This is an optimization exercise on Yosys and OpenROAD, whose aim is a short achievable clock period, few clock cycles per item and low power, not a production implementation.
At most, simulation tests tie the RTL to the original design; equivalence was not proved.
Power is estimated from default activity; no workload was simulated.

==> run a <==
==> flow/design.v (excerpt) <==
module cpuTop (
	input  logic        clk,
	input  logic        rst,
	output logic [31:0] pc,
	output logic        instReqValid,
	input  logic        instReqReady,
	input  logic [31:0] instruction,
	input  logic        instValid,
	output logic        instReady,
	output logic [31:0] memReqAddr,
	output logic [31:0] memReqWdata,
	output logic [3:0]  memReqStrb,
	output logic        memReqWrite,
	output logic        memReqValid,
	input  logic        memReqReady,
	input  logic [31:0] readData,
	input  logic        readValid,
	output logic        readReady,
	output logic        retireWen,
	output logic [4:0]  retireWaddr,
	output logic [31:0] retireWdata,
	output logic [31:0] retirePc,
	output logic        retireValid
);
Settings: LEC_CHECK=0, CAP_MARGIN=20, CORE_MARGIN=2, CORE_UTILIZATION=40, SLEW_MARGIN=20; clock period 11.0 ns.
run.sh (not shown) runs the stock make flow with config.mk's settings and CLKGATE_MAP_FILE= SYNTH_SCRIPT=/design/flow/synth_recipe.tcl, a recipe that flattens the netlist after the stock synthesis.
==> inputs of run b, as changes to run a <==
--- a/flow/design.v
+++ b/flow/design.v
@@ -1,9 +1,60 @@
 package mipsPkg;
 	typedef logic [31:0] wordT;
 endpackage
 `timescale 1ns/100ps
+module pfxAdd #(
+	parameter int W = 32
+) (
+	input  logic [W-1:0] a,
+	input  logic [W-1:0] b,
+	input  logic         cin,
+	output logic [W-1:0] s,
+	output logic         cout
+);
+	localparam int L = $clog2(W);
+	logic [W-1:0] p0;
+	logic [W-1:0] g [L+1];
+	logic [W-1:0] p [L+1];
+	assign p0   = a ^ b;
+	assign g[0] = (a & b) | {{(W-1){1'b0}}, p0[0] & cin};
+	assign p[0] = p0;
+	for (genvar l = 0; l < L; l++) begin : lvl
+		for (genvar i = 0; i < W; i++) begin : bit_
+			if (i >= (1 << l)) begin : op
+				assign g[l+1][i] = g[l][i] | (p[l][i] & g[l][i - (1 << l)]);
+				assign p[l+1][i] = p[l][i] & p[l][i - (1 << l)];
+			end else begin : pass
+				assign g[l+1][i] = g[l][i];
+				assign p[l+1][i] = p[l][i];
+			end
+		end
+	end
+	assign s    = p0 ^ {g[L][W-2:0], cin};
+	assign cout = g[L][W-1];
+endmodule
+module pfxInc #(
+	parameter int W = 30
+) (
+	input  logic [W-1:0] a,
+	output logic [W-1:0] s
+);
+	localparam int L = $clog2(W);
+	logic [W-1:0] c [L+1];
+	assign c[0] = a;
+	for (genvar l = 0; l < L; l++) begin : lvl
+		for (genvar i = 0; i < W; i++) begin : bit_
+			if (i >= (1 << l)) begin : op
+				assign c[l+1][i] = c[l][i] & c[l][i - (1 << l)];
+			end else begin : pass
+				assign c[l+1][i] = c[l][i];
+			end
+		end
+	end
+	assign s = a ^ {c[L][W-2:0], 1'b1};
+endmodule
+`timescale 1ns/100ps
 module cpuTop (
 	input  logic        clk,
 	input  logic        rst,
 	output logic [31:0] pc,
 	output logic        instReqValid,
@@ -47,25 +98,42 @@
 	assign keep     = take & ~dropping & ~xRedir;
 	logic [31:0] iw;
 	logic [5:0]  iop;
 	logic        iIsJ, iIsBr, iIsJr31, iPred;
 	logic [31:0] respPc4;
-	logic [30:0] brSum;
 	logic [31:0] iTgt;
 	assign iw      = instruction;
 	assign iop     = iw[31:26];
 	assign iIsJ    = (iop[5:1] == 5'b00001);
 	assign iIsBr   = (iop[5:2] == 4'b0001) | ((iop == 6'b000001) & (iw[20:17] == 4'b0000));
 	assign iIsJr31 = (iop == 6'b000000) & (iw[5:0] == 6'b001000) & (iw[25:21] == 5'd31);
-	assign iPred   = iIsJ | (iIsBr & iw[15]) | iIsJr31;
-	assign respPc4 = respPc + 32'd4;
-	assign brSum   = {respPc[31:2], 1'b1} + {{14{iw[15]}}, iw[15:0], 1'b1};
+	logic iBrGuess, iRsEqRt, iRsZero;
+	assign iRsEqRt = (iw[25:21] == iw[20:16]);
+	assign iRsZero = (iw[25:21] == 5'd0);
+	always_comb begin
+		case (iop[2:0])
+			3'b100: iBrGuess = iRsEqRt;           
+			3'b101: iBrGuess = ~iRsEqRt;          
+			3'b110: iBrGuess = iRsZero;           
+			3'b001: iBrGuess = iw[16];            
+			default: iBrGuess = 1'b0;             
+		endcase
+	end
+	assign iPred   = iIsJ | (iIsBr & (iw[15] | iBrGuess) & (iw[15:0] != 16'h0)) | iIsJr31;
+	logic [29:0] respInc, brAdd;
+	pfxInc #(.W(30)) incResp (.a(respPc[31:2]), .s(respInc));
+	assign respPc4 = {respInc, respPc[1:0]};
+	pfxAdd #(.W(30)) addBr (
+		.a(respPc[31:2]), .b({{14{iw[15]}}, iw[15:0]}), .cin(1'b1), .s(brAdd), .cout()
+	);
 	assign iTgt    = iIsJ  ? {respPc4[31:28], iw[25:0], 2'b00}
-	               : iIsBr ? {brSum[30:1], respPc[1:0]}
+	               : iIsBr ? {brAdd, respPc[1:0]}
 	               :         ra;
 	logic iRedir;
 	assign iRedir = keep & iPred;
+	logic [29:0] pcFInc;
+	pfxInc #(.W(30)) incF (.a(pcF[31:2]), .s(pcFInc));
 	logic [2:0] outstN;
 	assign outstN = outst + {2'b00, acc} - {2'b00, take};
 	always_ff @(posedge clk) begin
 		if (rst) begin
 			pcF       <= 32'h0;
@@ -88,11 +156,11 @@
 				end
 			end else begin
 				disc <= disc - {2'b00, take & dropping} + {2'b00, acc & redirPend};
 				if (keep) respPc <= respPc4;
 				if (acc) begin
-					pcF       <= redirPend ? respPc : pcF + 32'd4;
+					pcF       <= redirPend ? respPc : {pcFInc, pcF[1:0]};
 					redirPend <= 1'b0;
 				end
 				if (acc | ~fv) fv <= (outstN < 3'd2);
 			end
 		end
@@ -289,14 +357,15 @@
 	logic [31:0] rfRs, rfRt;
 	assign rfRs = (rsA == 5'd0) ? 32'h0 : rf[rsA];
 	assign rfRt = (rtA == 5'd0) ? 32'h0 : rf[rtA];
 	logic        vX, xDone;
 	logic [31:0] xA, xB, xAux, pcX;
-	logic        xWen, xIsLd, xIsSt, xIsBr, xIsJr, xIsLink, xUns, xPred;
+	logic        xWen, xIsLd, xIsSt, xIsBr, xIsJr, xIsLink, xUns, xPred, xOff0;
 	logic [4:0]  xRd, xShamt;
-	logic [2:0]  xAluOp, xBrKind;
-	logic [1:0]  xShOp, xResSel, xSize;
+	logic [2:0]  xBrKind;
+	logic [1:0]  xShOp, xSize, xLop;
+	logic        xSub, xSelAdd, xSelLog, xSelSlt, xSelSltu, xSelSh, xSelAux;
 	logic [31:0] xRes;
 	logic        vM, mv, ldWait;
 	logic [31:0] resM, wdM, pcM;
 	logic [3:0]  strbM;
 	logic        mWen, mIsLd, mIsSt, mUns;
@@ -335,11 +404,13 @@
 	assign dAdv   = vD & xFree & ~hazard;
 	logic [31:0] dImm, dB, dAux, dPcSum;
 	logic [29:0] dPcAdd;
 	assign dImm   = dImmKind[0] ? {16'h0, ir[15:0]} : {{16{ir[15]}}, ir[15:0]};
 	assign dB     = dUseImm ? dImm : fwdRt;
-	assign dPcAdd = pcD[31:2] + (dIsBr ? {{14{ir[15]}}, ir[15:0]} : 30'd1) + 30'd1;
+	pfxAdd #(.W(30)) addPcD (
+		.a(pcD[31:2]), .b(dIsBr ? {{14{ir[15]}}, ir[15:0]} : 30'd1), .cin(1'b1), .s(dPcAdd), .cout()
+	);
 	assign dPcSum = {dPcAdd, pcD[1:0]};
 	assign dAux   = dIsSt ? fwdRt : dIsLui ? {ir[15:0], 16'h0} : dPcSum;
 	always_ff @(posedge clk) begin
 		if (rst) begin
 			vX    <= 1'b0;
@@ -367,36 +438,37 @@
 			xIsBr   <= dIsBr;
 			xIsJr   <= dIsJr;
 			xIsLink <= dIsLink;
 			xUns    <= dUns;
 			xPred   <= predD;
-			xAluOp  <= dAluOp;
+			xOff0   <= (ir[15:0] == 16'h0);
 			xBrKind <= dBrKind;
 			xShOp   <= dShOp;
-			xResSel <= dResSel;
+			xSub     <= (dAluOp != 3'd0);
+			xLop     <= dAluOp[1:0];
+			xSelAdd  <= (dResSel == 2'd0) & (dAluOp[2:1] == 2'b00);
+			xSelLog  <= (dResSel == 2'd0) & ((dAluOp == 3'd2) | (dAluOp == 3'd3) | (dAluOp == 3'd4) | (dAluOp == 3'd5));
+			xSelSlt  <= (dResSel == 2'd0) & (dAluOp == 3'd6);
+			xSelSltu <= (dResSel == 2'd0) & (dAluOp == 3'd7);
+			xSelSh   <= (dResSel == 2'd1);
+			xSelAux  <= (dResSel == 2'd2);
 			xSize   <= dSize;
 			xShamt  <= dVarSh ? fwdRs[4:0] : ir[10:6];
 		end
 	end
-	logic        sub;
-	logic [32:0] sum;
-	logic [31:0] aluRes, shRes;
-	logic        lt, ltu, eq;
-	assign sub = (xAluOp != 3'd0);
-	assign sum = {1'b0, xA} + {1'b0, xB ^ {32{sub}}} + {32'h0, sub};
-	assign ltu = ~sum[32];
+	logic [31:0] sum, logRes, shRes;
+	logic        cout, lt, ltu, eq;
+	pfxAdd #(.W(32)) addX (.a(xA), .b(xB ^ {32{xSub}}), .cin(xSub), .s(sum), .cout(cout));
+	assign ltu = ~cout;
 	assign lt  = (xA[31] ^ xB[31]) ? xA[31] : sum[31];
 	assign eq  = (xA == xB);
 	always_comb begin
-		case (xAluOp)
-			3'd2: aluRes = xA & xB;
-			3'd3: aluRes = xA | xB;
-			3'd4: aluRes = xA ^ xB;
-			3'd5: aluRes = ~(xA | xB);
-			3'd6: aluRes = {31'h0, lt};
-			3'd7: aluRes = {31'h0, ltu};
-			default: aluRes = sum[31:0];
+		case (xLop)
+			2'b10: logRes = xA & xB;       
+			2'b11: logRes = xA | xB;       
+			2'b00: logRes = xA ^ xB;       
+			default: logRes = ~(xA | xB);  
 		endcase
 	end
 	logic [31:0] shIn, shOut;
 	logic        shLeft;
 	assign shLeft = ~xShOp[1];
@@ -405,11 +477,15 @@
 	end
 	assign shOut = $signed({xShOp[0] & xB[31], shIn}) >>> xShamt;
 	always_comb begin
 		for (int i = 0; i < 32; i++) shRes[i] = shLeft ? shOut[31 - i] : shOut[i];
 	end
-	assign xRes = (xResSel == 2'd1) ? shRes : (xResSel == 2'd2) ? xAux : aluRes;
+	assign xRes = ({32{xSelAdd}} & sum)
+	            | ({32{xSelLog}} & logRes)
+	            | {31'h0, (xSelSlt & lt) | (xSelSltu & ltu)}
+	            | ({32{xSelSh}} & shRes)
+	            | ({32{xSelAux}} & xAux);
 	logic cond;
 	always_comb begin
 		case (xBrKind)
 			3'd0: cond = eq;
 			3'd1: cond = ~eq;
@@ -420,12 +496,14 @@
 		endcase
 	end
 	logic [31:0] pcNext, pcX4;
 	logic        xMis;
 	assign pcNext = vD ? pcD : respPc;
-	assign pcX4   = pcX + 32'd4;
-	assign xMis   = (xIsBr & (cond ^ xPred)) | (xIsJr & (xA != pcNext));
+	logic [29:0] pcXInc;
+	pfxInc #(.W(30)) incX (.a(pcX[31:2]), .s(pcXInc));
+	assign pcX4   = {pcXInc, pcX[1:0]};
+	assign xMis   = (xIsBr & ((cond & ~xOff0) ^ xPred)) | (xIsJr & (xA != pcNext));
 	assign xRedir = vX & xMis & ~xDone;
 	assign xTgt   = xIsJr ? xA : cond ? xAux : pcX4;
 	always_ff @(posedge clk) begin
 		if (rst) begin
 			ra <= 32'h0;
==> flow/flow/run.sh (new file) <==
#!/bin/bash
set -euo pipefail
bash standard.sh SETUP_SLACK_MARGIN=7 finish > standard_flow.log 2>&1
==> flow/standard.sh (new file) <==
#!/bin/bash
# synth_recipe.tcl (not shown) runs the flow's synth.tcl, then flattens the netlist and writes it again
# the make line also repeats each setting of config.mk as NAME=value (left out here)
make -C /OpenROAD-flow-scripts/flow DESIGN_CONFIG=/design/flow/config.mk WORK_HOME=/design/flow/orfs CLKGATE_MAP_FILE= SYNTH_SCRIPT=/design/flow/synth_recipe.tcl "${@:-finish}"
removed: flow/run.sh
==> comparison table <==
quantity                                                                             run a                   run b
Status                                                            timing/DRC/antenna clean  timing/DRC/antenna clean
# Post-CTS Setup Buffers                                                                 0                     253
Area of the core                                                               210,000 µm²             209,000 µm²
Fraction of area in registers                                                        46.6%                   43.8%
Initial antenna violation count                                                         21                      26
Final period util                                                                    62.1%                   47.0%
Layout buffering overhead excluding clock cells                                      4.16%                   7.65%
Final worst clock skew                                                            0.115 ns               0.0746 ns
Critical path depth in cells                                                            15                      22
Clock latency of the later-clocked register in the worst-skew pair                 0.87 ns                 0.85 ns
Shortest clock period the worst path allows after layout                           6.83 ns                 5.17 ns
Register Area                                                                   45,000 µm²              45,200 µm²
Vias in the first global route                                                      58,619                  59,001
Cell occurring most often along the worst timing path               sky130_fd_sc_hd__buf_4  sky130_fd_sc_hd__buf_6
Layout cell share with drive strength beyond 1                                       19.9%                   31.3%
Clock network power                                                                5.96 mW                 5.87 mW
Post-placement setup slack                                                         4.47 ns                 4.67 ns
Met3 routed wirelength                                                             32.1 mm                 35.5 mm
Die ar.                                                                        216,000 µm²             214,000 µm²
Ratio of routed vias to standard cells                                                6.57                    6.44
Fraction of area in clock buffers and inverters                                      6.04%                   5.50%
CP required                                                                       11.55 ns                11.60 ns
Synthesized-area fraction occupied by ao, oa, aoi and oai cells                      10.9%                   9.85%
Via count                                                                           61,980                  62,421
FF+latch count, synth                                                                1,584                   1,589
Non-clk bufs                                                                           435                     787
Testbench counts of run a, summed over its fixed seeds: cycles 40,322, instructions 28,386.
Only the layout flow was run in run b; the RTL was not checked for function there.

-- what the ideal ports hide --
In the flow no input, the clock included, has a driving cell. The finished layouts below were timed again as built, in two steps. Step 1: set_driving_cell puts a clkbuf_16 on clk and a buf_2 on each other input, an assumption about the parent block. Step 2 also shifts input and output timing later by t, the mid clock arrival at the registers, as if the neighbouring blocks saw the same clock. Slacks: ideal / step 1 / step 2; pairs: ideal / step 1.
run | t, ns | setup WS [ns] | hold WS [ns] | clock arrival spread, ns
run a | 0.896 | 4.166 / 4.166 / 4.166 | 0.341 / 0.341 / 0.341 | 0.123 / 0.124
run b | 0.907 | 5.828 / 5.828 / 5.828 | 0.341 / 0.341 / 0.341 | 0.089 / 0.089
After both steps setup and hold are still met in every run listed.
